Source: an optimization exercise on an open RTL-to-GDS flow (aim: small area and a short achievable clock period). Production flows keep margins and buffers that such runs may drop.
The RTL was checked by simulation tests, not by an equivalence proof against the original design.
Power figures rest on the tool's default switching activity, not on a simulated workload.

==> flow/constraint.sdc <==
create_clock -name core_clock -period 11.5 [get_ports {clk}]
set_input_delay 2.3000 -clock core_clock [delete_from_list [all_inputs] [get_ports {clk}]]
set_output_delay 2.3000 -clock core_clock [all_outputs]
set_load 0.01 [all_outputs]
==> flow/design.v <==
`timescale 1ns/1ps
package cmd_track_pkg;
   typedef struct packed
   {
      logic [8-1:0] tag;
   } cmd_issue_t;
   typedef struct packed
   {
      logic [$clog2(16)-1:0] slot;
   } cmd_cpl_t;
   typedef struct packed
   {
      logic [$clog2(16)-1:0] slot;
      logic [8-1:0]  tag;
      logic [16-1:0]   age;
   } cmd_timeout_t;
   typedef struct packed
   {
      logic                   we;
      logic [2-1:0] addr;
      logic [16-1:0]   wdata;
   } cmd_reg_req_t;
   typedef struct packed
   {
      logic                 en;
      logic [16-1:0] thresh;
   } cmd_cfg_t;
endpackage
`timescale 1ns/1ps
module cmd_track_cfg (
   input  logic                         clk,
   input  logic                         rst_n,
   input  cmd_track_pkg::cmd_reg_req_t  reg_req,
   input  logic [2-1:0]       reg_addr_rd,
   output logic [16-1:0]         reg_rdata,
   output cmd_track_pkg::cmd_cfg_t      cfg,
   input  logic                         to_fire
);
logic                 en_q;
logic [16-1:0] thresh_q;
logic [16-1:0] count_q;
logic                 wr_ctrl;
logic                 wr_thresh;
assign wr_ctrl = reg_req.we && (reg_req.addr == 2'd0);
assign wr_thresh = reg_req.we && (reg_req.addr == 2'd1);
always_ff @(posedge clk)
begin
   if (!rst_n)
   begin
      en_q <= 1'b0;
      thresh_q <= '0;
      count_q <= '0;
   end
   else
   begin
      if (wr_ctrl)
      begin
         en_q <= reg_req.wdata[0];
      end
      if (wr_thresh)
      begin
         thresh_q <= reg_req.wdata;
      end
      if (to_fire && (count_q != '1))
      begin
         count_q <= count_q + 1'b1;
      end
   end
end
always_comb
begin
   case (reg_addr_rd)
      2'd0:   reg_rdata = {{(16-1){1'b0}}, en_q};
      2'd1: reg_rdata = thresh_q;
      2'd2:  reg_rdata = count_q;
      default:         reg_rdata = '0;
   endcase
end
assign cfg.en = en_q;
assign cfg.thresh = thresh_q;
endmodule
`timescale 1ns/1ps
module cmd_track_top (
   input  logic                          clk,
   input  logic                          rst_n,
   input  logic [8-1:0]         issue_tag,
   input  logic                          issue_valid,
   output logic                          issue_ready,
   output logic [$clog2(16)-1:0]        issue_slot,
   input  logic [$clog2(16)-1:0]        cpl_slot,
   input  logic                          cpl_valid,
   output logic [$clog2(16)-1:0]        to_slot,
   output logic [8-1:0]         to_tag,
   output logic [16-1:0]          to_age,
   output logic                          to_valid,
   input  logic                          to_ready,
   input  logic                          reg_we,
   input  logic [2-1:0]        reg_addr,
   input  logic [16-1:0]          reg_wdata,
   input  logic [2-1:0]        reg_addr_rd,
   output logic [16-1:0]          reg_rdata
);
localparam int N  = 16;
localparam int SW = $clog2(16);
localparam int TW = 8;
localparam int AW = 16;
cmd_track_pkg::cmd_reg_req_t   reg_req;
cmd_track_pkg::cmd_cfg_t       cfg;
assign reg_req.we = reg_we;
assign reg_req.addr = reg_addr;
assign reg_req.wdata = reg_wdata;
logic [AW-1:0]  now_q;
logic [N-1:0]   busy_q;
logic [TW-1:0]  tag_q   [N];
logic [AW-1:0]  stamp_q [N];
logic [N*N-1:0] ord_q;
logic           rec_valid_q;
logic [AW-1:0]  rec_age_q;
logic           to_valid_q;
logic [SW-1:0]  to_slot_q;
logic [TW-1:0]  to_tag_q;
logic [AW-1:0]  to_age_q;
logic [N-1:0]   free_oh;
logic [N-1:0]   old_oh;
logic [N-1:0]   cpl_oh;
logic [N-1:0]   clr;
logic [SW-1:0]  old_slot;
logic [TW-1:0]  old_tag;
logic [AW-1:0]  old_stamp;
logic           any_busy;
logic           cpl_hit;
logic           fire;
logic           to_fire;
always_comb
begin
   for (int i = 0; i < N; i++)
   begin
      free_oh[i] = ~busy_q[i];
      for (int j = 0; j < i; j++)
      begin
         free_oh[i] = free_oh[i] & busy_q[j];
      end
   end
end
always_comb
begin
   for (int i = 0; i < N; i++)
   begin
      old_oh[i] = busy_q[i];
      for (int j = 0; j < N; j++)
      begin
         if (j < i)
            old_oh[i] = old_oh[i] & (~busy_q[j] | ~ord_q[j*N+i]);
         else if (j > i)
            old_oh[i] = old_oh[i] & (~busy_q[j] | ord_q[i*N+j]);
      end
   end
end
always_comb
begin
   issue_slot = '0;
   old_slot = '0;
   old_tag = '0;
   old_stamp = '0;
   for (int i = 0; i < N; i++)
   begin
      issue_slot = issue_slot | (free_oh[i] ? i[SW-1:0] : '0);
      old_slot = old_slot | (old_oh[i] ? i[SW-1:0] : '0);
      old_tag = old_tag | (old_oh[i] ? tag_q[i] : '0);
      old_stamp = old_stamp | (old_oh[i] ? stamp_q[i] : '0);
   end
end
assign issue_ready = ~&busy_q;
assign any_busy = |busy_q;
always_comb
begin
   for (int i = 0; i < N; i++)
   begin
      cpl_oh[i] = cpl_valid && (cpl_slot == i[SW-1:0]);
   end
end
assign cpl_hit = |(cpl_oh & old_oh);
assign fire = cfg.en && rec_valid_q && (rec_age_q >= cfg.thresh) &&
              !to_valid_q && !cpl_hit;
assign clr = cpl_oh | (fire ? old_oh : '0);
assign to_fire = to_valid_q & to_ready;
always_ff @(posedge clk)
begin
   if (!rst_n)
   begin
      now_q <= '0;
      busy_q <= '0;
      rec_valid_q <= 1'b0;
      to_valid_q <= 1'b0;
   end
   else
   begin
      now_q <= now_q + 1'b1;
      busy_q <= (busy_q & ~clr) | (issue_valid ? free_oh : '0);
      rec_valid_q <= any_busy && !cpl_hit && !fire;
      if (fire)
      begin
         to_valid_q <= 1'b1;
      end
      else if (to_ready)
      begin
         to_valid_q <= 1'b0;
      end
   end
end
always_ff @(posedge clk)
begin
   rec_age_q <= now_q - old_stamp;
   if (fire)
   begin
      to_slot_q <= old_slot;
      to_tag_q <= old_tag;
      to_age_q <= rec_age_q;
   end
end
for (genvar i = 0; i < N; i++)
begin : g_slot
   always_ff @(posedge clk)
   begin
      if (free_oh[i])
      begin
         tag_q[i] <= issue_tag;
         stamp_q[i] <= now_q;
      end
   end
   for (genvar j = i + 1; j < N; j++)
   begin : g_ord
      always_ff @(posedge clk)
      begin
         if (free_oh[j])
            ord_q[i*N+j] <= 1'b1;
         else if (free_oh[i])
            ord_q[i*N+j] <= 1'b0;
      end
   end
end
assign to_valid = to_valid_q;
assign to_slot = to_slot_q;
assign to_tag = to_tag_q;
assign to_age = to_age_q;
cmd_track_cfg u_cfg (
   .clk          (clk),
   .rst_n        (rst_n),
   .reg_req      (reg_req),
   .reg_addr_rd  (reg_addr_rd),
   .reg_rdata    (reg_rdata),
   .cfg          (cfg),
   .to_fire      (to_fire)
);
endmodule
==> flow/standard.sh <==
#!/bin/bash
# synth_recipe.tcl (not shown) runs the flow's synth.tcl, then flattens the netlist and writes it again
# the make line also repeats each setting of config.mk as NAME=value (left out here)
make -C /OpenROAD-flow-scripts/flow DESIGN_CONFIG=/design/flow/config.mk WORK_HOME=/design/flow/orfs CLKGATE_MAP_FILE= SYNTH_SCRIPT=/design/flow/synth_recipe.tcl "${@:-finish}"
==> flow/flow/run.sh <==
#!/bin/bash
# The standard layout, with plain buffers (buf_2) on the ports instead of the
# delay cells buffer_ports picks by default, and timing repair aiming for
# 6.0 ns of setup slack; make's output goes to standard_flow.log, each tool's
# log stays under orfs/logs
set -euo pipefail
export BUFFER_PORTS_ARGS="-buffer_cell sky130_fd_sc_hd__buf_2"
bash standard.sh finish SETUP_SLACK_MARGIN=6.0 > standard_flow.log 2>&1
==> flow/config.mk <==
export PLATFORM = sky130hd
export DESIGN_NAME = cmd_track_top
export DESIGN_NICKNAME = cmd_track_top
export VERILOG_FILES = /design/flow/design.v
export SDC_FILE = /design/flow/constraint.sdc
export NUM_CORES = 4
export LEC_CHECK = 0
export CAP_MARGIN = 20
export CORE_MARGIN = 2
export CORE_UTILIZATION = 65
export CTS_CLUSTER_DIAMETER = 80
export CTS_CLUSTER_SIZE = 25
export SLEW_MARGIN = 20
==> impl_metrics.yaml, run 1 <==
logic_synthesis:
  syn_nets: 1956
  synth_area_mm2: 0.0241
  ys_types: 72
  ys.flop_type: "edfxtp_1"
  synth_edf_count: 412
  synth_area_per_cell_um2: 12.8
  async_flop_share: 0
  syn_inst: 1884
  yosys_warnings: 4
  synth_seq_cells: 615
  ys_seq_area_frac: 0.681
cells_and_area:
  final_cell_mix: "edfxtp_1 (412), nand2_1 (287), dfxtp_1 (197)"
  final_common_cell: "edfxtp_1"
  drive_gt1_frac: 0.119
  syn_to_final_growth_pct: 9.01
  nFillCells: 2503
  fin_nets: 2024
pwr:
  power_frac_seq: 0.551
  clkPwrFrac: 0.264
  p_per_area_mw_per_mm2: 175
  swShare: 0.283
  p_comb_frac: 0.185
  power_mw: 4.59
  intPower_mw: 3.29
  p_sw_mw: 1.30
  ir_drop_uv: 153
  p_leak_nw: 9.99
timing:
  worstMarginPinSlew_ns: 0.900
  setup_viol: 0
  tns_ns: 0
  finalCriticalPeriod_ns: 5.43
  fmax_mhz: 184
  drv_slew: 0
  hold_viol: 0
  finalCritPeriodShare: 0.472
  finClkSkew_ns: 0.0263
  grt_setup_unrepaired: "false"
  relSlewSlack: 0.399
clock_network:
  cts_hold_buffers: 0
  htreeDepth: 1
  clkSlewWorstSetupHoldPaths_ns: 0.10
  cts_tree: "yes"
  ctsRootBufferMaster: "clkbuf_16"
  cts_buffers: 30
  worstSkewPairLatency_ns: 0.62
  cts_sinks: 615
  cts.path.max_buffers: 3
global_routing:
  grt_max_degree: 70
  grt_use_total: 0.356
  gr-usage-met2: 0.570
  grt_pass1_wl_um: 101000
  top_usage_layer: "met2"
  use_met1: 0.498
  grt_pass1_vias: 16000
  use_met3: 0.0589
  grt-ovfl-total: 0
  antenna_found_initial: 1
floorplanning:
  die_w_um: 197
  io_pins: 88
  start_util: 0.659
  coreArea_mm2: 0.0366
  die_y_um: 197
  row_count: 70
  die_area_mm2: 0.0387
critical_path:
  critical_path_class: "register to output pin"
  worst_ep_required_time_ns: 9.20
  cp.arrival_ns: 3.13
  cp-end-kind: "output pin"
  startpoint_type: "register"
  critPathMaxFanout: 26
detailed_routing:
  wirelength_um: 69200
  drt_first_pass_iters: 5
  drc: 0
  vias: 16700
  ant_nets: 0
  drtIter0Drc: 2026
  via_per_inst: 6.83
  avgRoutedWirePerCell_um: 28.3
run_status:
  status: "complete, no violations"
min_path:
  hp-class: "register to register"
placement:
  gp_congestion: 0.985
  portBuffers: 87
  dp_hpwl_um: 39000
job:
  cap_violations: 0
## cell families after synthesis
kind of cell               Yosys count  synth area share
buffers and inverters              176            0.0294
AOI/OAI and AO/OA                  471             0.145
and+or+nand+nor                    542             0.109
DFF                                615             0.681
muxes                                5           0.00207
xor gates and xnor gates            41            0.0149
adders and majority gates           34            0.0179
## routing by layer
| layer | wire [um] | vias to the layer above |
|---|---|---|
| li1 | - | 7253 |
| met1 | 26800 | 8157 |
| met2 | 32000 | 1091 |
| met3 | 7530 | 188 |
| met4 | 2840 | 0 |
| met5 | 0 | - |
## worst paths after layout
| path | from | to | slack, ns | cells past startpoint |
|---|---|---|---|---|
| setup / recovery | busy_q[0] | issue_ready | 6.07 | 7 |
| hold / removal | rec_age_q[3] | to_age_q[3] | 0.45 | 0 |
| setup reg to reg | busy_q[11] | rec_age_q[14] | 6.37 | 21 |
| hold reg to reg | rec_age_q[3] | to_age_q[3] | 0.45 | 0 |
## registers in the layout (all words and copies together) (netlist names)
name and flops:
u_cfg.en_q 1, to_age_q 16, stamp_q 256, busy_q 16, rec_age_q 16, ord_q 120
u_cfg.count_q 16, tag_q 128, now_q 16, to_slot_q 4, to_tag_q 8, to_valid_q 1
u_cfg.thresh_q 16, rec_valid_q 1
## stage by stage
| step | cell area, um^2 | hold slack (ns) | cells | setup WS (ns) | util |
|---|---|---|---|---|---|
| 5_1_grt | 26300 | 0.465 | 2442 | 6.01 | 0.718 |
| 3_5_place_dp | 25200 | 0.424 | 2380 | 5.59 | 0.687 |
| 6_report | 26300 | 0.454 | 2445 | 6.07 | 0.718 |
| 4_1_cts | 26200 | 0.449 | 2439 | 5.92 | 0.716 |
| 3_3_place_gp | 25200 | 0.411 | 2380 | 5.68 | 0.687 |
| 2_1_floorplan | 24100 | 0.408 | 1884 | 6.08 | - |
## what timing repair did
item,4_1_cts,5_1_grt
resized for setup,23,17
buffers inserted,5,3
pin swaps,4,0
setup endpoints to repair,20,8
## synthesized netlist by cell type, types with 32 or more instances
| cell | number | area [um^2] |
|---|---|---|
| xnor2_1 | 32 | 280 |
| a221oi_1 | 41 | 359 |
| clkbuf_1 | 79 | 297 |
| ha_1 | 33 | 413 |
| nor2_1 | 39 | 146 |
| nand3_1 | 46 | 230 |
| o21ai_0 | 56 | 280 |
| a22o_1 | 50 | 438 |
| dfxtp_1 | 203 | 4060 |
| nand4_1 | 34 | 213 |
| nand2_1 | 288 | 1080 |
| a22oi_1 | 154 | 1160 |
| edfxtp_1 | 412 | 12400 |
| inv_1 | 59 | 221 |
## layout make-up
type                    instances  area [um^2]  area share
clock inverters                 7         86.3     0.00328
diodes                          3         7.51    0.000285
inverters                      68          262     0.00994
multi-input cells            1093         7120       0.271
repair buffers                144          951      0.0362
well taps                     468          586      0.0223
clock buffers                  47          846      0.0322
flip-flops and latches        615        16400       0.625
## power by group through the flow
stage | registers, mW | clock network (mW) | logic (mW)
after floorplan | 2.54 | 0 | 0.552
after global placement | 2.57 | 0 | 0.807
after detailed placement | 2.58 | 0 | 0.820
after CTS | 2.53 | 1.22 | 0.829
after global routing | 2.54 | 1.29 | 0.916
final | 2.53 | 1.21 | 0.849
## worst max-delay path: stages, from the launching register on
cell and delay [ns]:
dfxtp_1 0.34, buf_6 0.24, nand4_1 0.28, nor2_4 0.23
nand3_2 0.17, or4_4 0.64, or3_1 0.41, buf_2 0.18
==> inputs of run 2 (changes only) <==
--- a/flow/design.v
+++ b/flow/design.v
@@ -119,7 +119,6 @@
 logic           to_valid_q;
 logic [SW-1:0]  to_slot_q;
 logic [TW-1:0]  to_tag_q;
-logic [AW-1:0]  to_age_q;
 logic [N-1:0]   free_oh;
 logic [N-1:0]   old_oh;
 logic [N-1:0]   cpl_oh;
@@ -210,12 +209,14 @@
 end
 always_ff @(posedge clk)
 begin
-   rec_age_q <= now_q - old_stamp;
+   if (!fire && !(to_valid_q && !to_ready))
+   begin
+      rec_age_q <= now_q - old_stamp;
+   end
    if (fire)
    begin
       to_slot_q <= old_slot;
       to_tag_q <= old_tag;
-      to_age_q <= rec_age_q;
    end
 end
 for (genvar i = 0; i < N; i++)
@@ -242,7 +243,7 @@
 assign to_valid = to_valid_q;
 assign to_slot = to_slot_q;
 assign to_tag = to_tag_q;
-assign to_age = to_age_q;
+assign to_age = rec_age_q;
 cmd_track_cfg u_cfg (
    .clk          (clk),
    .rst_n        (rst_n),
==> impl_metrics.yaml, run 2 <==
critical_path:
  worst_ep_required_time_ns: 9.20
  startpoint_type: "register"
  cp.arrival_ns: 3.16
  critical_path_class: "register to output pin"
  cp-end-kind: "output pin"
  critPathMaxFanout: 27
clock_network:
  ctsRootBufferMaster: "clkbuf_16"
  worstSkewPairLatency_ns: 0.62
  cts_sinks: 599
  cts_tree: "yes"
  cts_buffers: 29
  cts.path.max_buffers: 3
  htreeDepth: 1
  cts_hold_buffers: 0
  clkSlewWorstSetupHoldPaths_ns: 0.11
timing:
  timing.final.ws_setup_ns: 6.04
  worstMarginPinSlew_ns: 1.02
  finalCriticalPeriod_ns: 5.46
  finClkSkew_ns: 0.0208
  setup_viol: 0
  fmax_mhz: 183
  grt_setup_unrepaired: "true"
  relSlewSlack: 0.319
  tns_ns: 0
  drv_slew: 0
  finalCritPeriodShare: 0.475
  hold_viol: 0
pwr:
  ir_drop_uv: 199
  p_per_area_mw_per_mm2: 164
  power_mw: 4.27
  p_leak_nw: 9.69
detailed_routing:
  drtIter0Drc: 1913
  drt_first_pass_iters: 5
  wirelength_um: 68300
  via_per_inst: 6.89
  drc: 0
  ant_nets: 0
  avgRoutedWirePerCell_um: 28.0
  vias: 16800
global_routing:
  grt_max_degree: 51
  grt_pass1_wl_um: 101000
  antenna_found_initial: 0
  grt_pass1_vias: 16000
  grt-ovfl-total: 0
  grt_use_total: 0.353
cells_and_area:
  largest_reg_flops: 256
  top_register: "stamp_q"
  multiInputGateArea_mm2: 0.00742
  syn_to_final_growth_pct: 8.08
  final_common_cell: "edfxtp_1"
  nFillCells: 2557
  reg_top3: "stamp_q: 256 flops, tag_q: 128 flops, ord_q: 120 flops"
  stdcell_area_mm2: 0.0261
  ff_latch_area_mm2: 0.0161
  drive_gt1_frac: 0.120
  final_cell_mix: "edfxtp_1 (412), nand2_1 (305), dfxtp_1 (181)"
  fin_nets: 2021
logic_synthesis:
  synth_top_area_cell: "edfxtp_1"
  ys_top_cells_by_area: "edfxtp_1 (51%), dfxtp_1 (15%), nand2_1 (4.7%)"
  synth_area_mm2: 0.0242
  ys_seq_area_frac: 0.667
  ys_types: 77
  yosys-top-cells-count: "edfxtp_1 (412), nand2_1 (305), dfxtp_1 (187), a22oi_1 (90), a22o_1 (82)"
  synth_area_per_cell_um2: 12.8
  async_flop_share: 0
  synth_seq_cells: 599
  synth.most_common_cell: "edfxtp_1"
  yosys_warnings: 4
  synth_edf_count: 412
  synth_top_cell_area_share: 0.512
  syn_nets: 1955
  syn_inst: 1883
  ys.flop_type: "edfxtp_1"
job:
  cap_violations: 0
placement:
  portBuffers: 87
  post_dp_cell_area_mm2: 0.0251
  dp_hpwl_um: 39000
  dp_slack_ns: 5.57
  gp_congestion: 0.988
floorplanning:
  io_pins: 88
  die_w_um: 197
  coreArea_mm2: 0.0366
  die_y_um: 197
  row_count: 70
  die_area_mm2: 0.0387
  start_util: 0.660
run_status:
  status: "complete, no violations"
min_path:
  hp-class: "register to register"
==> run 2: cell count changes in the layout (fill, tap and decap cells not counted), moves of 17 or more <==
cell | before | now
o2111ai_1 | 7 | 39
nand2b_1 | 13 | 61
nor2_1 | 37 | 67
nand2_1 | 287 | 305
a21boi_0 | 19 | 2
and2_1 | 29 | 4
a22o_1 | 50 | 82
a221oi_1 | 41 | 64
a22oi_1 | 154 | 90
o21ai_0 | 56 | 19
==> run 2: routing by layer <==
metal,up-vias,GRT usage,wire [um]
met3,220,0.0649,7010
li1,7265,-,-
met1,8265,0.478,26200
met4,0,0.165,3350
met5,-,0,0
met2,1051,0.561,31700
==> run 2: worst paths after layout <==
| check | cells after the start | end | start | slack (ns) |
|---|---|---|---|---|
| setup reg to reg | 17 | rec_age_q[15] | busy_q[12] | 6.23 |
| hold reg to reg | 2 | ord_q[29] | ord_q[29] | 0.46 |
| hold / removal | 2 | ord_q[29] | ord_q[29] | 0.46 |
| setup / recovery | 8 | issue_slot[0] | busy_q[7] | 6.04 |
==> run 2: cell type report <==
type / count / area share
Clock buffer: 45 / 0.0305
Tap cell: 468 / 0.0224
Multi-Input combinational cell: 1123 / 0.284
Sequential cell: 599 / 0.618
Inverter: 56 / 0.00805
Antenna cell: 1 / 0.0000959
Clock inverter: 6 / 0.00297
Timing Repair Buffer: 140 / 0.0339
==> run 2: what timing repair did <==
| item | 4_1_cts | 5_1_grt |
|---|---|---|
| resized for setup | 20 | 6 |
| setup buffers | 2 | 7 |
| endpoints found under the setup margin | 19 | 10 |
| gates cloned | 0 | 0 |
| pin swaps | 1 | 2 |
==> run 2: cells by family (layout without fill, tap and decap cells) <==
family | Yosys count | after routing | synth area share
xor gates and xnor gates | 39 | 39 | 0.0141
buffers and inverters | 161 | 247 | 0.0299
AOI/OAI and AO/OA | 435 | 435 | 0.144
adders and majority gates | 34 | 34 | 0.0179
other | 0 | 1 | 0
and+or+nand+nor | 611 | 611 | 0.125
DFF | 599 | 599 | 0.667
muxes | 4 | 4 | 0.00166
==> run 2: worst max-delay path: stages, from the launching register on <==
cell,delay (ns)
dfxtp_2,0.68
nand2_1,0.22
nor3_4,0.24
nand4_1,0.28
or3_4,0.48
inv_1,0.12
buf_12,0.23
or4_1,0.16
buf_2,0.12
==> run 2: where the power goes <==
part	internal (mW)	switching [mW]	total, mW
sequential	2.43	0.0556	2.49
combinational	0.227	0.393	0.621
clock	0.494	0.669	1.16
==> run 2: metrics by stage <==
| stage | util | hold slack, ns | instances |
|---|---|---|---|
| after floorplan | - | 0.430 | 1883 |
| after global placement | 0.685 | 0.441 | 2377 |
| after detailed placement | 0.685 | 0.443 | 2377 |
| after CTS | 0.710 | 0.455 | 2430 |
| after global routing | 0.713 | 0.473 | 2437 |
| final | 0.713 | 0.456 | 2438 |
==> inputs of run 3 (changes only) <==
--- a/flow/design.v
+++ b/flow/design.v
@@ -119,6 +119,7 @@
 logic           to_valid_q;
 logic [SW-1:0]  to_slot_q;
 logic [TW-1:0]  to_tag_q;
+logic [AW-1:0]  to_age_q;
 logic [N-1:0]   free_oh;
 logic [N-1:0]   old_oh;
 logic [N-1:0]   cpl_oh;
@@ -209,14 +210,12 @@
 end
 always_ff @(posedge clk)
 begin
-   if (!fire && !(to_valid_q && !to_ready))
-   begin
-      rec_age_q <= now_q - old_stamp;
-   end
+   rec_age_q <= now_q - old_stamp;
    if (fire)
    begin
       to_slot_q <= old_slot;
       to_tag_q <= old_tag;
+      to_age_q <= rec_age_q;
    end
 end
 for (genvar i = 0; i < N; i++)
@@ -243,7 +242,7 @@
 assign to_valid = to_valid_q;
 assign to_slot = to_slot_q;
 assign to_tag = to_tag_q;
-assign to_age = rec_age_q;
+assign to_age = to_age_q;
 cmd_track_cfg u_cfg (
    .clk          (clk),
    .rst_n        (rst_n),
==> flow/flow/run.sh (replaced) <==
#!/bin/bash
# The standard layout, with plain buffers (buf_2) on the ports instead of the
# delay cells buffer_ports picks by default, and timing repair aiming for
# 6.4 ns of setup slack; make's output goes to standard_flow.log, each tool's
# log stays under orfs/logs
set -euo pipefail
export BUFFER_PORTS_ARGS="-buffer_cell sky130_fd_sc_hd__buf_2"
bash standard.sh finish SETUP_SLACK_MARGIN=6.4 > standard_flow.log 2>&1
--- a/flow/config.mk
+++ b/flow/config.mk
@@ -8,6 +8,4 @@
 export CAP_MARGIN = 20
 export CORE_MARGIN = 2
 export CORE_UTILIZATION = 65
-export CTS_CLUSTER_DIAMETER = 80
-export CTS_CLUSTER_SIZE = 25
 export SLEW_MARGIN = 20
==> impl_metrics.yaml, run 3 <==
run_status:
  status: "complete, no violations"
min_path:
  hp-class: "register to register"
  hold_depth: 0
  hold_end: "to_age_q[0]"
  hold_start: "rec_age_q[0]"
floorplanning:
  die_y_um: 197
  die_w_um: 197
  io_pins: 88
  coreArea_mm2: 0.0366
  row_count: 70
  die_area_mm2: 0.0387
  start_util: 0.659
cells_and_area:
  instances_no_fill: 2513
  largest_reg_flops: 256
  fin_nets: 2064
  syn_to_final_growth_pct: 14.8
  fin_util: 0.756
  final_common_cell: "edfxtp_1"
  nFillCells: 2363
  reg_top3: "stamp_q: 256 flops, tag_q: 128 flops, ord_q: 120 flops"
  final_cell_mix: "edfxtp_1 (412), nand2_1 (286), dfxtp_1 (195)"
  top_register: "stamp_q"
  drive_gt1_frac: 0.151
  stdcell_area_mm2: 0.0277
clock_network:
  worstSkewPairLatency_ns: 0.63
  htreeDepth: 2
  cts_buffers: 59
  ctsRootBufferMaster: "clkbuf_16"
  cts_hold_buffers: 0
  cts_sinks: 615
  cts.path.max_buffers: 3
  clkSlewWorstSetupHoldPaths_ns: 0.06
  cts_tree: "yes"
logic_synthesis:
  syn_nets: 1956
  synth.most_common_cell: "edfxtp_1"
  async_flop_share: 0
  ys_top_cells_by_area: "edfxtp_1 (51%), dfxtp_1 (17%), a22oi_1 (4.8%)"
  synth_edf_count: 412
  yosys-top-cells-count: "edfxtp_1 (412), nand2_1 (288), dfxtp_1 (203), a22oi_1 (154), clkbuf_1 (79)"
  synth_area_mm2: 0.0241
  synth_area_per_cell_um2: 12.8
  yosys_warnings: 4
  ys_types: 72
  synth_top_cell_area_share: 0.513
  ys_seq_area_frac: 0.681
  synth_top_area_cell: "edfxtp_1"
  syn_inst: 1884
  synth_seq_cells: 615
  ys.flop_type: "edfxtp_1"
global_routing:
  grt_pass1_wl_um: 105000
  use_met3: 0.0720
  top_usage_layer: "met2"
  gr-usage-met2: 0.580
  grt_use_total: 0.370
  grt_max_degree: 70
  use_met1: 0.510
  antenna_found_initial: 2
  grt-ovfl-total: 0
  grt_pass1_vias: 16700
detailed_routing:
  drtIter0Drc: 2124
  drc: 0
  vias: 17200
  wirelength_um: 71300
  avgRoutedWirePerCell_um: 28.4
  via_per_inst: 6.85
  drt_first_pass_iters: 6
  ant_nets: 0
timing:
  grt_setup_unrepaired: "true"
  tns_ns: 0
  drv_slew: 0
  fmax_mhz: 188
  timing.final.ws_setup_ns: 6.17
  hold_viol: 0
  relSlewSlack: 0.444
  finalCriticalPeriod_ns: 5.33
  finClkSkew_ns: 0.0195
  setup_viol: 0
  whs_ns: 0.428
  worstMarginPinSlew_ns: 0.834
  finalCritPeriodShare: 0.463
critical_path:
  reg2reg_depth: 21
  critical_path_class: "primary input to output pin"
  worst_ep_required_time_ns: 9.20
  startpoint_type: "primary input"
  critPathMaxFanout: 7
  cp-end-kind: "output pin"
  worst_r2r_endpoint: "rec_age_q[14]"
  reg2reg_slack_ns: 6.26
  rr_startpoint: "busy_q[7]"
  cp.arrival_ns: 3.03
placement:
  gp_congestion: 0.997
  dp_slack_ns: 5.54
  dp.cells: 2380
  post_dp_cell_area_mm2: 0.0252
  portBuffers: 87
  dp_hpwl_um: 39700
pwr:
  p_leak_nw: 10.6
  power_mw: 5.43
  p_per_area_mw_per_mm2: 196
  ir_drop_uv: 181
job:
  cap_violations: 0
run 3: cell types whose count changed after synthesis, moves of 25 or more:
| cell | change |
|---|---|
| a22o_1 | -32 |
| a22oi_1 | +64 |
| and2_1 | +25 |
| nand2b_1 | -49 |
| nor2_1 | -29 |
| o2111ai_1 | -32 |
| o21ai_0 | +37 |
run 3: worst max path at each step:
stage	start	end	slack (ns)	depth (start not counted)
after global routing	reg_addr_rd[1]	reg_rdata[5]	6.13	5
after floorplan	reg_addr_rd[0]	reg_rdata[10]	6.29	4
after detailed placement	reg_addr_rd[0]	reg_rdata[13]	5.54	4
after CTS	reg_addr_rd[1]	reg_rdata[13]	6.17	5
final	reg_addr_rd[1]	reg_rdata[7]	6.17	5
after global placement	reg_addr_rd[0]	reg_rdata[10]	5.60	4
run 3: final cells by class:
cell class	instances	area, um^2	area share
sequential	615	16400	0.594
multi-input combinational	1093	7150	0.258
clock buffer	77	1650	0.0594
timing repair buffer	155	1190	0.0429
tap	468	586	0.0211
clock inverter	33	389	0.0141
inverter	68	279	0.0101
antenna	4	10.0	0.000361
run 3: metal layers:
metal | share of wire | vias up
met5 | 0 | -
met4 | 0.043 | 0
met3 | 0.11 | 222
met2 | 0.47 | 1209
met1 | 0.38 | 8426
li1 | - | 7352
run 3: what timing repair did:
action / CTS / global route
pin swaps: 19 / 2
buffers inserted: 10 / 5
endpoints found under the setup margin: 23 / 24
gates cloned: 3 / 1
gates resized for setup: 64 / 10
run 3: critical path: stages:
cell,delay (ns)
buf_8,0.10
nor2b_4,0.14
clkbuf_16,0.15
a22o_1,0.20
buf_2,0.13
run 3: cell families (layout without fill, tap and decap cells):
group | after synthesis | count (layout) | synth area share
AOI/OAI and AO/OA | 471 | 471 | 0.145
xor gates and xnor gates | 41 | 41 | 0.0149
adders and majority gates | 34 | 34 | 0.0179
other | 0 | 4 | 0
muxes | 5 | 5 | 0.00207
and+or+nand+nor | 542 | 542 | 0.109
DFF | 615 | 615 | 0.681
buffers and inverters | 176 | 333 | 0.0294
run 3: power by group:
part / leakage [nW] / total (mW) / internal [mW] / switching (mW)
Sequential: 5.65 / 2.53 / 2.46 / 0.0727
Combinational: 4.01 / 0.886 / 0.326 / 0.560
Clock: 0.992 / 2.01 / 1.17 / 0.838
Total: 10.6 / 5.43 / 3.96 / 1.47
==> inputs of run 4 (changes only) <==
==> flow/flow/run.sh (replaced) <==
#!/bin/bash
# The standard layout, with plain buffers (buf_1) on the ports instead of the
# delay cells buffer_ports picks by default, and timing repair aiming for
# 6.4 ns of setup slack; make's output goes to standard_flow.log, each tool's
# log stays under orfs/logs
set -euo pipefail
export BUFFER_PORTS_ARGS="-buffer_cell sky130_fd_sc_hd__buf_1"
bash standard.sh finish SETUP_SLACK_MARGIN=6.4 > standard_flow.log 2>&1
--- a/flow/config.mk
+++ b/flow/config.mk
@@ -8,4 +8,6 @@
 export CAP_MARGIN = 20
 export CORE_MARGIN = 2
 export CORE_UTILIZATION = 65
+export CTS_CLUSTER_DIAMETER = 80
+export CTS_CLUSTER_SIZE = 25
 export SLEW_MARGIN = 20
==> impl_metrics.yaml, run 4 <==
pwr:
  p_leak_nw: 10.0
  power_mw: 4.63
  p_sw_mw: 1.32
  intPower_mw: 3.30
  power_frac_seq: 0.546
  p_comb_frac: 0.188
  swShare: 0.286
  clkPwrFrac: 0.265
  ir_drop_uv: 182
  p_per_area_mw_per_mm2: 173
cells_and_area:
  final_common_cell: "edfxtp_1"
  fin_util: 0.732
  fin_nets: 2051
  ff_latch_area_mm2: 0.0164
  syn_to_final_growth_pct: 11.1
  drive_gt1_frac: 0.105
  top_register: "stamp_q"
  reg_top3: "stamp_q: 256 flops, tag_q: 128 flops, ord_q: 120 flops"
  multiInputGateArea_mm2: 0.00717
  largest_reg_flops: 256
  nFillCells: 2495
  final_cell_mix: "edfxtp_1 (412), nand2_1 (286), dfxtp_1 (195)"
clock_network:
  worstSkewPairLatency_ns: 0.64
  cts_buffers: 31
  cts_tree: "yes"
  cts_sinks: 615
  ctsRootBufferMaster: "clkbuf_16"
  cts.path.max_buffers: 3
  clkSlewWorstSetupHoldPaths_ns: 0.09
  htreeDepth: 1
critical_path:
  critPathMaxFanout: 7
  cp-end-kind: "output pin"
  cp.arrival_ns: 3.04
  endpoint: "reg_rdata[5]"
  critical_path_class: "primary input to output pin"
  startpoint: "reg_addr_rd[1]"
  rr_startpoint: "busy_q[10]"
  startpoint_type: "primary input"
  worst_ep_required_time_ns: 9.20
  worst_r2r_endpoint: "rec_age_q[14]"
  reg2reg_depth: 20
  reg2reg_slack_ns: 6.45
logic_synthesis:
  yosys.area_share.simple: 0.109
  synth_xor_area_frac: 0.0149
  synth_area_mm2: 0.0241
  syn_inst: 1884
  syn_nets: 1956
  synth_area_per_cell_um2: 12.8
  synth_top_family_by_area: "compound AO/OA/AOI/OAI gates"
  synth_fa_ha_area_frac: 0.0179
  ys_seq_area_frac: 0.681
  yosys_warnings: 4
  synth_seq_cells: 615
  ys.flop_type: "edfxtp_1"
  ys_top_cells_by_area: "edfxtp_1 (51%), dfxtp_1 (17%), a22oi_1 (4.8%)"
  synth_top_cell_area_share: 0.513
  ys_types: 72
  synth_edf_count: 412
  synth_compound_area_frac: 0.145
  synth_top_area_cell: "edfxtp_1"
  async_flop_share: 0
  muxShareOfSynthArea: 0.00207
  synth.most_common_cell: "edfxtp_1"
  yosys-top-cells-count: "edfxtp_1 (412), nand2_1 (288), dfxtp_1 (203), a22oi_1 (154), clkbuf_1 (79)"
timing:
  worstMarginPinSlew_ns: 0.783
  tns_ns: 0
  relSlewSlack: 0.478
  hold_viol: 0
  drv_slew: 0
  grt_setup_unrepaired: "true"
  finClkSkew_ns: 0.0312
  finalCritPeriodShare: 0.464
  finalCriticalPeriod_ns: 5.34
  fmax_mhz: 187
  setup_viol: 0
floorplanning:
  io_pins: 88
  die_y_um: 197
  die_w_um: 197
  die_area_mm2: 0.0387
  coreArea_mm2: 0.0366
  row_count: 70
  start_util: 0.659
global_routing:
  grt-ovfl-total: 0
  grt_pass1_vias: 16200
  grt_max_degree: 70
  grt_use_total: 0.367
  antenna_found_initial: 1
  grt_pass1_wl_um: 104000
placement:
  gp_congestion: 0.994
  portBuffers: 87
  dp_hpwl_um: 39700
detailed_routing:
  drc: 0
  ant_nets: 0
  drt_first_pass_iters: 5
  via_per_inst: 6.88
  wirelength_um: 71100
  drtIter0Drc: 2234
  avgRoutedWirePerCell_um: 28.8
  vias: 17000
min_path:
  hp-class: "register to register"
job:
  cap_violations: 0
run_status:
  status: "complete, no violations"
run 4: changes by cell type in the layout (fill, tap and decap cells not counted), sizes merged:
cell      previous run  this run
buf                151       160
inv                 66        67
diode                4         1
bufbuf               1         5
clkinvlp             6         7
clkinv              22         6
bufinv               7         0
clkbuf              80        50
run 4: worst max-delay path, cell delays in order:
cell and delay (ns):
buf_8 0.10, nor2b_4 0.14, clkbuf_16 0.15, a22o_1 0.21, buf_2 0.14
run 4: kinds of logic (layout without fill, tap and decap cells):
group                    count (synthesis)  count (layout)
flip-flops                             615             615
AND/OR/NAND/NOR                        542             542
AO/OA/AOI/OAI                          471             471
buffers and inverters                  176             295
XOR/XNOR                                41              41
adder cells (fa/ha/maj)                 34              34
multiplexers                             5               5
other                                    0               1
run 4: routing by layer:
metal | vias to the layer above | wire [um] | track usage
li1 | 7315 | - | -
met2 | 1183 | 32500 | 0.577
met3 | 233 | 8040 | 0.0573
met5 | - | 0 | 0
met4 | 0 | 3670 | 0.165
met1 | 8278 | 26900 | 0.514
run 4: worst min path at each step:
stage	depth (start not counted)	start	slack, ns	to
after CTS	0	rec_age_q[0]	0.45	to_age_q[0]
after global routing	0	rec_age_q[1]	0.48	to_age_q[1]
after floorplan	0	rec_age_q[0]	0.41	to_age_q[0]
after global placement	0	rec_age_q[0]	0.41	to_age_q[0]
after detailed placement	0	rec_age_q[3]	0.42	to_age_q[3]
final	0	rec_age_q[0]	0.46	to_age_q[0]
run 4: stage by stage:
stage               cells  hold slack, ns  setup WS [ns]  instance area (um^2)
floorplan            1884           0.408           6.29                 24200
global placement     2380           0.411           5.50                 25100
detailed placement   2381           0.419           5.41                 25100
CTS                  2456           0.450           6.18                 26600
global route         2471           0.480           6.12                 26800
finish               2472           0.462           6.16                 26800
run 4: area by class of cell:
cell class                      count  area share
Multi-Input combinational cell   1093       0.268
Clock inverter                     12     0.00481
Sequential cell                   615       0.613
Tap cell                          468      0.0218
Timing Repair Buffer              170      0.0508
Inverter                           68      0.0105
Antenna cell                        1   0.0000933
Clock buffer                       45      0.0309
run 4: what timing repair did:
item / in CTS / in global routing
pin swaps: 20 / 8
gates resized for setup: 75 / 26
buffers inserted: 12 / 13
hold buffers: 0 / 0
endpoints found under the setup margin: 22 / 24
cloned: 6 / 2
run 4: power by group through the flow:
stage                     Sequential, mW  Combinational [mW]  Clock (mW)
after detailed placement            2.57               0.825           0
after floorplan                     2.54               0.553           0
after CTS                           2.52               0.844        1.24
final                               2.53               0.872        1.23
after global placement              2.57               0.811           0
after global routing                2.54               0.941        1.31
==> inputs of run 5 (changes only) <==
==> flow/flow/run.sh (replaced) <==
#!/bin/bash
# The standard layout, with plain buffers (buf_1) on the ports instead of the
# delay cells buffer_ports picks by default, and timing repair aiming for
# 6.0 ns of setup slack; make's output goes to standard_flow.log, each tool's
# log stays under orfs/logs
set -euo pipefail
export BUFFER_PORTS_ARGS="-buffer_cell sky130_fd_sc_hd__buf_1"
bash standard.sh finish SETUP_SLACK_MARGIN=6.0 > standard_flow.log 2>&1
==> impl_metrics.yaml, run 5 <==
cells_and_area:
  final_cell_mix: "edfxtp_1 (412), nand2_1 (287), dfxtp_1 (200)"
  n_antenna_cell: 0
  largest_reg_flops: 256
  reg_top3: "stamp_q: 256 flops, tag_q: 128 flops, ord_q: 120 flops"
  fin_nets: 2028
  syn_to_final_growth_pct: 8.74
  top_register: "stamp_q"
  final_common_cell: "edfxtp_1"
  drive_gt1_frac: 0.0773
  stdcell_area_mm2: 0.0262
critical_path:
  cpPeakStageDelay_ns: 0.20
  worstSetupPathDepth: 6
  reg2reg_depth: 20
  endpoint: "reg_rdata[0]"
  critical_path_class: "primary input to output pin"
  worst_r2r_endpoint: "rec_age_q[14]"
  reg2reg_slack_ns: 6.17
  cp-end-kind: "output pin"
  cp.arrival_ns: 3.13
  rr_startpoint: "busy_q[13]"
  worstPathCellList: "buf_1, nor2b_4, buf_12, nand2_1, o21ai_0, clkbuf_2"
  path_delay_family: "buffers and inverters"
  startpoint_type: "primary input"
  critPathMaxFanout: 16
  startpoint: "reg_addr_rd[0]"
  path_buf_inv: 3
  worst_ep_required_time_ns: 9.20
  cpMaxStageDelayCell: "nor2b_4"
detailed_routing:
  via_per_inst: 6.80
  vias: 16600
  ant_nets: 0
  drtIter0Drc: 1880
  drt_first_pass_iters: 6
  avgRoutedWirePerCell_um: 27.9
  wirelength_um: 68400
  drc: 0
timing:
  finalCriticalPeriod_ns: 5.43
  finClkSkew_ns: 0.0194
  setup_viol: 0
  relSlewSlack: 0.453
  worstMarginPinSlew_ns: 0.821
  tns_ns: 0
  finalCritPeriodShare: 0.472
  hold_viol: 0
  grt_setup_unrepaired: "true"
  drv_slew: 0
  fmax_mhz: 184
logic_synthesis:
  ys.flop_type: "edfxtp_1"
  ys_types: 72
  async_flop_share: 0
  yosys_warnings: 4
  synth.most_common_cell: "edfxtp_1"
  ys_seq_area_frac: 0.681
  synth_edf_count: 412
  syn_inst: 1884
  synth_top_cell_area_share: 0.513
  synth_area_per_cell_um2: 12.8
  synth_area_mm2: 0.0241
  syn_nets: 1956
  synth_top_area_cell: "edfxtp_1"
  synth_seq_cells: 615
  yosys-top-cells-count: "edfxtp_1 (412), nand2_1 (288), dfxtp_1 (203), a22oi_1 (154), clkbuf_1 (79)"
  ys_top_cells_by_area: "edfxtp_1 (51%), dfxtp_1 (17%), a22oi_1 (4.8%)"
placement:
  portBuffers: 87
  gp_congestion: 0.975
  post_dp_cell_area_mm2: 0.0250
  dp_hpwl_um: 38600
clock_network:
  cts_hold_buffers: 0
  clkSlewWorstSetupHoldPaths_ns: 0.10
  cts_buffers: 31
  cts_sinks: 615
  cts.path.max_buffers: 3
  htreeDepth: 1
  cts_tree: "yes"
  ctsRootBufferMaster: "clkbuf_16"
  worstSkewPairLatency_ns: 0.63
pwr:
  power_frac_seq: 0.546
  p_per_area_mw_per_mm2: 176
  ir_drop_uv: 192
  swShare: 0.283
  clkPwrFrac: 0.270
  intPower_mw: 3.31
  p_leak_nw: 9.77
  p_comb_frac: 0.184
  p_sw_mw: 1.31
floorplanning:
  coreArea_mm2: 0.0366
  row_count: 70
  die_y_um: 197
  die_w_um: 197
  start_util: 0.659
  die_area_mm2: 0.0387
  io_pins: 88
run_status:
  status: "complete, no violations"
global_routing:
  grt-ovfl-total: 0
  antenna_found_initial: 1
  grt_pass1_vias: 15800
  grt_max_degree: 70
  grt_use_total: 0.356
  grt_pass1_wl_um: 101000
min_path:
  hp-class: "register to register"
job:
  cap_violations: 0
run 5: cell counts after synthesis:
No cell type changed its count.
run 5: cell families after synthesis:
logic type / after synthesis / synth area share
adder cells (fa/ha/maj): 34 / 0.0179
flip-flops: 615 / 0.681
XOR/XNOR: 41 / 0.0149
multiplexers: 5 / 0.00207
buffers and inverters: 176 / 0.0294
AND/OR/NAND/NOR: 542 / 0.109
AO/OA/AOI/OAI: 471 / 0.145
run 5: how the worst min path moves through the flow:
stage	start	to	slack [ns]	cells after the start
detailed placement	rec_age_q[0]	to_age_q[0]	0.41	0
CTS	rec_age_q[0]	to_age_q[0]	0.43	0
global route	rec_age_q[0]	to_age_q[0]	0.45	0
floorplan	rec_age_q[0]	to_age_q[0]	0.41	0
global placement	rec_age_q[0]	to_age_q[0]	0.41	0
finish	rec_age_q[1]	to_age_q[1]	0.43	0
run 5: power groups by stage:
stage	Sequential, mW	Clock, mW	Combinational, mW
global placement	2.57	0	0.805
global route	2.53	1.33	0.920
detailed placement	2.57	0	0.824
finish	2.52	1.25	0.850
floorplan	2.54	0	0.552
CTS	2.52	1.26	0.832
run 5: stage by stage:
step	power (mW)	util	hold slack, ns	cells	setup slack [ns]
6_report	4.62	0.717	0.432	2448	6.07
5_1_grt	4.78	0.717	0.448	2448	5.94
4_1_cts	4.61	0.714	0.434	2443	6.03
3_5_place_dp	3.39	0.684	0.413	2379	5.55
3_3_place_gp	3.37	0.684	0.412	2379	5.61
2_1_floorplan	3.09	-	0.408	1884	6.08
run 5: timing repair:
item | CTS | global route
buffers inserted | 7 | 5
pin swaps | 4 | 2
resized for setup | 21 | 14
setup endpoints to repair | 20 | 16
run 5: per-layer routing:
metal  share of wire  track usage  vias up
met5         0.00019            0        -
met4           0.038        0.131        2
met3            0.11       0.0594      162
met2            0.46        0.558     1053
met1            0.40        0.508     8162
li1                -            -     7266
run 5: layout make-up:
class	count	area, um^2
Multi-Input combinational cell	1093	7130
Clock inverter	12	136
Inverter	68	259
Timing Repair Buffer	147	861
Fill cell	2566	10400
Sequential cell	615	16400
Clock buffer	45	828
Tap cell	468	586
==> inputs of run 6 (changes only) <==
--- a/flow/design.v
+++ b/flow/design.v
@@ -119,7 +119,6 @@
 logic           to_valid_q;
 logic [SW-1:0]  to_slot_q;
 logic [TW-1:0]  to_tag_q;
-logic [AW-1:0]  to_age_q;
 logic [N-1:0]   free_oh;
 logic [N-1:0]   old_oh;
 logic [N-1:0]   cpl_oh;
@@ -210,12 +209,14 @@
 end
 always_ff @(posedge clk)
 begin
-   rec_age_q <= now_q - old_stamp;
+   if (!fire && !(to_valid_q && !to_ready))
+   begin
+      rec_age_q <= now_q - old_stamp;
+   end
    if (fire)
    begin
       to_slot_q <= old_slot;
       to_tag_q <= old_tag;
-      to_age_q <= rec_age_q;
    end
 end
 for (genvar i = 0; i < N; i++)
@@ -242,7 +243,7 @@
 assign to_valid = to_valid_q;
 assign to_slot = to_slot_q;
 assign to_tag = to_tag_q;
-assign to_age = to_age_q;
+assign to_age = rec_age_q;
 cmd_track_cfg u_cfg (
    .clk          (clk),
    .rst_n        (rst_n),
==> flow/flow/run.sh (replaced) <==
#!/bin/bash
# The standard layout, with plain buffers (buf_1) on the ports instead of the
# delay cells buffer_ports picks by default, and timing repair aiming for
# 6.4 ns of setup slack; make's output goes to standard_flow.log, each tool's
# log stays under orfs/logs
set -euo pipefail
export BUFFER_PORTS_ARGS="-buffer_cell sky130_fd_sc_hd__buf_1"
bash standard.sh finish SETUP_SLACK_MARGIN=6.4 > standard_flow.log 2>&1
--- a/flow/config.mk
+++ b/flow/config.mk
@@ -7,7 +7,7 @@
 export LEC_CHECK = 0
 export CAP_MARGIN = 20
 export CORE_MARGIN = 2
-export CORE_UTILIZATION = 65
+export CORE_UTILIZATION = 75
 export CTS_CLUSTER_DIAMETER = 80
 export CTS_CLUSTER_SIZE = 25
 export SLEW_MARGIN = 20
==> impl_metrics.yaml, run 6 <==
clock_network:
  clkSlewWorstSetupHoldPaths_ns: 0.11
  htreeDepth: 1
  cts_buffers: 29
  worstSkewPairLatency_ns: 0.61
  cts.path.max_buffers: 3
  cts_hold_buffers: 0
  cts_tree: "yes"
  ctsRootBufferMaster: "clkbuf_16"
  cts_sinks: 599
cells_and_area:
  nFillCells: 1650
  final_common_cell: "edfxtp_1"
  largest_reg_flops: 256
  reg_top3: "stamp_q: 256 flops, tag_q: 128 flops, ord_q: 120 flops"
  fin_nets: 2033
  top_register: "stamp_q"
  n_antenna_cell: 0
  drive_gt1_frac: 0.100
  syn_to_final_growth_pct: 8.37
  stdcell_area_mm2: 0.0262
  final_cell_mix: "edfxtp_1 (412), nand2_1 (303), dfxtp_1 (173)"
logic_synthesis:
  yosys_warnings: 4
  ys_top_cells_by_area: "edfxtp_1 (51%), dfxtp_1 (15%), nand2_1 (4.7%)"
  ys_types: 77
  yosys-top-cells-count: "edfxtp_1 (412), nand2_1 (305), dfxtp_1 (187), a22oi_1 (90), a22o_1 (82)"
  syn_nets: 1955
  ys_seq_area_frac: 0.667
  synth_top_area_cell: "edfxtp_1"
  synth_area_mm2: 0.0242
  syn_inst: 1883
  async_flop_share: 0
  synth_top_cell_area_share: 0.512
  synth_seq_cells: 599
  synth_edf_count: 412
  ys.flop_type: "edfxtp_1"
  synth_area_per_cell_um2: 12.8
  synth.most_common_cell: "edfxtp_1"
global_routing:
  grt_pass1_vias: 16900
  grt-ovfl-total: 0
  grt_use_total: 0.421
  antenna_found_initial: 1
  grt_pass1_wl_um: 104000
  grt_max_degree: 51
critical_path:
  startpoint_type: "primary input"
  worstPathCellList: "buf_8, nor2b_4, buf_16, a22o_1, buf_2"
  path_buf_inv: 3
  critPathMaxFanout: 5
  critical_path_class: "primary input to output pin"
  cpMaxStageDelayCell: "nor2b_4"
  cp.arrival_ns: 3.06
  cp-end-kind: "output pin"
  cpPeakStageDelay_ns: 0.25
  path_delay_family: "buffers and inverters"
  worst_ep_required_time_ns: 9.20
detailed_routing:
  drtIter0Drc: 2667
  drc: 0
  met2_length_um: 32300
  vias: 17600
  wl_met1_um: 24400
  wl_met3_um: 10000
  routed.top_layer: "met5"
  drt_first_pass_iters: 9
  via_per_inst: 7.38
  ant_nets: 0
  avgRoutedWirePerCell_um: 29.9
  wirelength_um: 71300
timing:
  fmax_mhz: 186
  relSlewSlack: 0.343
  grt_setup_unrepaired: "true"
  finalCriticalPeriod_ns: 5.36
  tns_ns: 0
  drv_slew: 0
  setup_viol: 0
  worstMarginPinSlew_ns: 0.982
  finalCritPeriodShare: 0.466
  finClkSkew_ns: 0.0189
  hold_viol: 0
floorplanning:
  start_util: 0.764
  die_w_um: 183
  row_count: 65
  die_y_um: 183
  coreArea_mm2: 0.0316
  io_pins: 88
  die_area_mm2: 0.0337
run_status:
  status: "complete, no violations"
pwr:
  ir_drop_uv: 191
  p_leak_nw: 9.61
  p_per_area_mw_per_mm2: 165
placement:
  post_dp_cell_area_mm2: 0.0249
  dp_hpwl_um: 39800
  gp_congestion: 0.974
  portBuffers: 87
job:
  cap_violations: 0
min_path:
  hp-class: "register to register"
==> run 6: cell types whose count changed after synthesis, sizes merged, moves of 14 or more <==
cell,previous run,this run
dfxtp,203,187
o21ai,64,21
a22oi,154,91
o22ai,20,5
xor2,9,23
o2111ai,8,43
a21boi,19,3
nand2b,13,62
xnor2,32,16
a221oi,41,64
nand2,288,305
a22o,50,82
and2,29,5
nor2,41,68
==> run 6: where the power goes <==
part | internal, mW | switching [mW]
logic | 0.223 | 0.438
clock network | 0.508 | 0.675
registers | 2.43 | 0.0559
==> run 6: worst reg2reg max path: cells and delay by family, from the launching register on <==
family	cells	cell delay, ns
compound gates	8	2.05
xor+xnor	1	0.15
fa+ha+maj	1	0.21
buf+inv	5	0.92
flops	1	0.37
simple gates	5	1.06
==> run 6: through the flow <==
| step | util | cells | hold WS, ns | worst slack [ns] | power [mW] |
|---|---|---|---|---|---|
| 2_1_floorplan | - | 1883 | 0.430 | 6.29 | 2.90 |
| 3_3_place_gp | 0.786 | 2308 | 0.440 | 5.54 | 3.12 |
| 3_5_place_dp | 0.786 | 2308 | 0.443 | 5.42 | 3.15 |
| 4_1_cts | 0.823 | 2377 | 0.459 | 6.18 | 4.29 |
| 5_1_grt | 0.827 | 2385 | 0.482 | 6.10 | 4.43 |
| 6_report | 0.827 | 2385 | 0.462 | 6.14 | 4.33 |
==> run 6: cell families after synthesis <==
| logic type | share of synthesized area |
|---|---|
| adders and majority gates | 0.0179 |
| AOI/OAI and AO/OA | 0.144 |
| DFF | 0.667 |
| buffers and inverters | 0.0299 |
| xor gates and xnor gates | 0.0141 |
| and+or+nand+nor | 0.125 |
| muxes | 0.00166 |
==> run 6: final timing paths <==
check	startpoint	to	slack [ns]	cells past startpoint
worst min-delay path	ord_q[28]	ord_q[28]	0.46	2
worst max-delay path	reg_addr_rd[1]	reg_rdata[5]	6.14	5
worst max register to register	busy_q[1]	rec_age_q[15]	6.45	20
worst min register to register	ord_q[28]	ord_q[28]	0.46	2
==> run 6: area by class of cell <==
type                    instances  area [um^2]  share of cell area
clock buffers                  47          825              0.0315
flip-flops and latches        599        16200               0.617
well taps                     402          503              0.0192
clock inverters                 6         77.6             0.00296
repair buffers                152          932              0.0356
multi-input cells            1123         7460               0.285
inverters                      56          216             0.00827
==> run 6: repair_timing <==
action / CTS / global route
endpoints found under the setup margin: 22 / 20
resized for setup: 55 / 14
setup buffers: 15 / 7
gates cloned: 1 / 1
endpoints found under the hold margin: 0 / 0
pin swaps: 18 / 2
==> run 6: metal layers <==
metal	up-vias	GRT usage
li1	7289	-
met1	8353	0.557
met2	1611	0.648
met3	349	0.107
met4	2	0.228
met5	-	0
==> inputs of run 7 (changes only) <==
--- a/flow/config.mk
+++ b/flow/config.mk
@@ -7,7 +7,7 @@
 export LEC_CHECK = 0
 export CAP_MARGIN = 20
 export CORE_MARGIN = 2
-export CORE_UTILIZATION = 75
+export CORE_UTILIZATION = 85
 export CTS_CLUSTER_DIAMETER = 80
 export CTS_CLUSTER_SIZE = 25
 export SLEW_MARGIN = 20
==> impl_metrics.yaml, run 7 <==
logic_synthesis:
  synth_area_per_cell_um2: 12.8
  synth_top_area_cell: "edfxtp_1"
  ys_seq_area_frac: 0.667
  ys.flop_type: "edfxtp_1"
  ys_top_cells_by_area: "edfxtp_1 (51%), dfxtp_1 (15%), nand2_1 (4.7%)"
  yosys-top-cells-count: "edfxtp_1 (412), nand2_1 (305), dfxtp_1 (187), a22oi_1 (90), a22o_1 (82)"
  syn_nets: 1955
  async_flop_share: 0
  synth.most_common_cell: "edfxtp_1"
  synth_edf_count: 412
  ys_types: 77
  syn_inst: 1883
  synth_top_cell_area_share: 0.512
  synth_seq_cells: 599
  yosys_warnings: 4
  synth_area_mm2: 0.0242
global_routing:
  grt_max_degree: 51
  antenna_found_initial: 10
placement:
  portBuffers: 87
  dp_slack_ns: 5.41
  dp_hpwl_um: 43200
  dp.cells: 2286
  gp_congestion: 0.984
floorplanning:
  die_y_um: 173
  row_count: 61
  io_pins: 88
  die_w_um: 173
  start_util: 0.867
clock_network:
  cts_buffers: 27
  cts.path.max_buffers: 3
  cts_hold_buffers: 0
  ctsRootBufferMaster: "clkbuf_16"
  cts_sinks: 599
  htreeDepth: 1
timing:
  worstEpCategory: "top-level output"
  crit_endpoint: "reg_rdata[7]"
run_status:
  stop_error: "[ERROR DPL-0033] detailed placement checks failed during check placement."
  lastStage: "global routing (5_1_grt)"
  status: "stopped before the end"
[run 7: cell counts after synthesis]
No cell type changed its count.
[run 7: logic make-up after synthesis]
logic type,count (synthesis),synth area share
DFF,599,0.667
muxes,4,0.00166
and+or+nand+nor,611,0.125
buffers and inverters,161,0.0299
adders and majority gates,34,0.0179
xor gates and xnor gates,39,0.0141
AOI/OAI and AO/OA,435,0.144
[run 7: how the worst max path moves through the flow]
stage | start | endpoint | slack (ns)
2_1_floorplan | reg_addr_rd[0] | reg_rdata[10] | 6.29
3_3_place_gp | reg_addr_rd[0] | reg_rdata[10] | 5.54
3_5_place_dp | reg_addr_rd[0] | reg_rdata[9] | 5.41
4_1_cts | reg_addr_rd[1] | reg_rdata[12] | 6.18
[run 7: power by group through the flow]
stage / combinational (mW) / sequential (mW) / clock (mW)
3_5_place_dp: 0.613 / 2.54 / 0
3_3_place_gp: 0.568 / 2.53 / 0
2_1_floorplan: 0.380 / 2.52 / 0
4_1_cts: 0.669 / 2.49 / 1.09
[run 7: metrics by stage]
step | power, mW | instance area, um^2
floorplan | 2.90 | 24200
global placement | 3.10 | 24800
detailed placement | 3.15 | 24800
CTS | 4.25 | 25900
[run 7: timing repair]
action,4_1_cts
gates cloned,1
buffers inserted,11
pin swaps,8
endpoints found under the setup margin,23
gates resized for setup,46
==> inputs of run 8 (changes only) <==
==> flow/config.mk (replaced) <==
export PLATFORM = sky130hd
export DESIGN_NAME = cmd_track_top
export DESIGN_NICKNAME = cmd_track_top
export VERILOG_FILES = /design/flow/design.v
export SDC_FILE = /design/flow/constraint.sdc
export NUM_CORES = 4
export LEC_CHECK = 0
export CAP_MARGIN = 5
export CORE_MARGIN = 2
export CORE_UTILIZATION = 75
export CTS_CLUSTER_DIAMETER = 80
export CTS_CLUSTER_SIZE = 25
export SLEW_MARGIN = 5
==> impl_metrics.yaml, run 8 <==
timing:
  finalCritPeriodShare: 0.467
  worstMarginPinSlew_ns: 1.15
  hold_viol: 0
  drv_slew: 0
  fmax_mhz: 186
  finalCriticalPeriod_ns: 5.37
  setup_viol: 0
  relSlewSlack: 0.233
  grt_setup_unrepaired: "true"
  finClkSkew_ns: 0.0209
  whs_ns: 0.464
  tns_ns: 0
clock_network:
  ctsRootBufferMaster: "clkbuf_16"
  cts_sinks: 599
  htreeDepth: 1
  worstSkewPairLatency_ns: 0.61
  cts_tree: "yes"
  clkSlewWorstSetupHoldPaths_ns: 0.11
  cts_hold_buffers: 0
  cts.path.max_buffers: 3
  cts_buffers: 29
logic_synthesis:
  synth_top_area_cell: "edfxtp_1"
  syn_nets: 1955
  synth_top_cell_area_share: 0.512
  ys.flop_type: "edfxtp_1"
  yosys-top-cells-count: "edfxtp_1 (412), nand2_1 (305), dfxtp_1 (187), a22oi_1 (90), a22o_1 (82)"
  synth_area_mm2: 0.0242
  syn_inst: 1883
  ys_seq_area_frac: 0.667
  yosys_warnings: 4
  ys_top_cells_by_area: "edfxtp_1 (51%), dfxtp_1 (15%), nand2_1 (4.7%)"
  synth_area_per_cell_um2: 12.8
  synth_seq_cells: 599
  synth.most_common_cell: "edfxtp_1"
  async_flop_share: 0
  ys_types: 77
  synth_edf_count: 412
global_routing:
  grt_max_degree: 51
  grt_pass1_wl_um: 104000
  grt_use_total: 0.421
  antenna_found_initial: 1
  grt-ovfl-total: 0
  grt_pass1_vias: 16900
floorplanning:
  die_area_mm2: 0.0337
  coreArea_mm2: 0.0316
  start_util: 0.764
  die_y_um: 183
  die_w_um: 183
  row_count: 65
  io_pins: 88
cells_and_area:
  fin_nets: 2033
  top_register: "stamp_q"
  reg_top3: "stamp_q: 256 flops, tag_q: 128 flops, ord_q: 120 flops"
  fin_util: 0.827
  syn_to_final_growth_pct: 8.36
  final_cell_mix: "edfxtp_1 (412), nand2_1 (303), dfxtp_1 (173)"
  drive_gt1_frac: 0.0998
  stdcell_area_mm2: 0.0262
  final_common_cell: "edfxtp_1"
  n_antenna_cell: 0
  largest_reg_flops: 256
run_status:
  status: "complete, no violations"
critical_path:
  rr_startpoint: "busy_q[1]"
  cp-end-kind: "output pin"
  critical_path_class: "primary input to output pin"
  critPathMaxFanout: 5
  reg2reg_depth: 18
  worst_r2r_endpoint: "rec_age_q[15]"
  cp.arrival_ns: 3.07
  startpoint: "reg_addr_rd[1]"
  worst_ep_required_time_ns: 9.20
  reg2reg_slack_ns: 6.46
  startpoint_type: "primary input"
  endpoint: "reg_rdata[5]"
pwr:
  p_per_area_mw_per_mm2: 165
  ir_drop_uv: 191
  p_leak_nw: 9.60
detailed_routing:
  ant_nets: 0
  drtIter0Drc: 2905
  drt_first_pass_iters: 8
  wirelength_um: 71300
  via_per_inst: 7.38
  drc: 0
  avgRoutedWirePerCell_um: 29.9
  vias: 17600
placement:
  portBuffers: 87
  post_dp_cell_area_mm2: 0.0249
  dp_hpwl_um: 39800
  gp_congestion: 0.974
min_path:
  hp-class: "register to register"
job:
  cap_violations: 0
[run 8: metrics by stage]
stage	power (mW)	worst slack (ns)	instances
2_1_floorplan	2.90	6.29	1883
3_3_place_gp	3.12	5.54	2308
3_5_place_dp	3.15	5.42	2308
4_1_cts	4.29	6.18	2377
5_1_grt	4.43	6.10	2385
6_report	4.33	6.13	2385
[run 8: per-layer routing]
layer | routed length [um] | vias to the layer above | global-route usage
li1 | - | 7281 | -
met1 | 24400 | 8375 | 0.557
met2 | 32600 | 1644 | 0.648
met3 | 10100 | 302 | 0.107
met4 | 4150 | 2 | 0.228
met5 | 11 | - | 0
[run 8: worst min-delay path by stage]
stage          cells past startpoint  slack, ns       start    endpoint
6_report                           2       0.46   ord_q[28]   ord_q[28]
5_1_grt                            2       0.48  ord_q[122]  ord_q[122]
4_1_cts                            2       0.46   ord_q[28]   ord_q[28]
3_5_place_dp                       2       0.44   ord_q[28]   ord_q[28]
3_3_place_gp                       2       0.44   ord_q[86]   ord_q[86]
2_1_floorplan                      2       0.43  ord_q[107]  ord_q[107]
[run 8: layout make-up]
type | count | area, um^2
sequential | 599 | 16200
multi-input combinational | 1123 | 7460
fill | 1651 | 5460
timing repair buffer | 152 | 932
clock buffer | 47 | 825
tap | 402 | 503
inverter | 56 | 216
clock inverter | 6 | 77.6
[run 8: kinds of logic after synthesis]
group / count (synthesis) / synth area share
muxes: 4 / 0.00166
AOI/OAI and AO/OA: 435 / 0.144
buffers and inverters: 161 / 0.0299
and+or+nand+nor: 611 / 0.125
xor gates and xnor gates: 39 / 0.0141
adders and majority gates: 34 / 0.0179
DFF: 599 / 0.667
[run 8: worst max-delay path, cell delays in order]
cell     delay (ns)
buf_8          0.09
nor2b_4        0.25
buf_16         0.15
a22o_1         0.14
buf_2          0.13
[run 8: timing repair]
item | in CTS | in global routing
gates resized for setup | 55 | 14
gates cloned | 1 | 1
endpoints found under the setup margin | 22 | 20
buffers inserted | 15 | 7
pin swaps | 18 | 2
[run 8: report_power, final]
part           total (mW)  internal, mW  switching (mW)
Combinational       0.660         0.223           0.437
Clock                1.18         0.508           0.672
Sequential           2.49          2.43          0.0562

[port drivers added, routing unchanged]
The results above use ideal ports. As a check the final layouts listed here were re-extracted and re-timed, cells and wires unchanged. Step 1 assumes that a clkbuf_16 drives the clock port and a buf_2 every other input. Step 2 adds t to the input delays and takes it off the output delays; t is the mean of the earliest and latest rising clock arrival at the registers after step 1. Input paths then give back, and output paths get back, about the clock's delay inside the block. a / b / c = no drivers / after step 1 / after step 2; a / b = the first two.
| run | shift t [ns] | setup WS [ns] | worst hold slack (ns) |
|---|---|---|---|
| run 1 | 0.665 | 6.073 / 6.015 / 6.088 | 0.454 / 0.454 / 0.454 |
| run 2 | 0.670 | 6.039 / 5.979 / 6.104 | 0.456 / 0.456 / 0.456 |
| run 3 | 0.679 | 6.170 / 6.124 / 6.124 | 0.428 / 0.428 / 0.428 |
| run 4 | 0.685 | 6.163 / 6.121 / 6.121 | 0.462 / 0.462 / 0.462 |
| run 5 | 0.677 | 6.074 / 6.043 / 6.043 | 0.432 / 0.432 / 0.432 |
| run 6 | 0.658 | 6.136 / 6.081 / 6.081 | 0.462 / 0.462 / 0.462 |
| run 8 | 0.658 | 6.134 / 6.079 / 6.079 | 0.464 / 0.464 / 0.464 |
After both steps setup and hold are still met in every run listed.
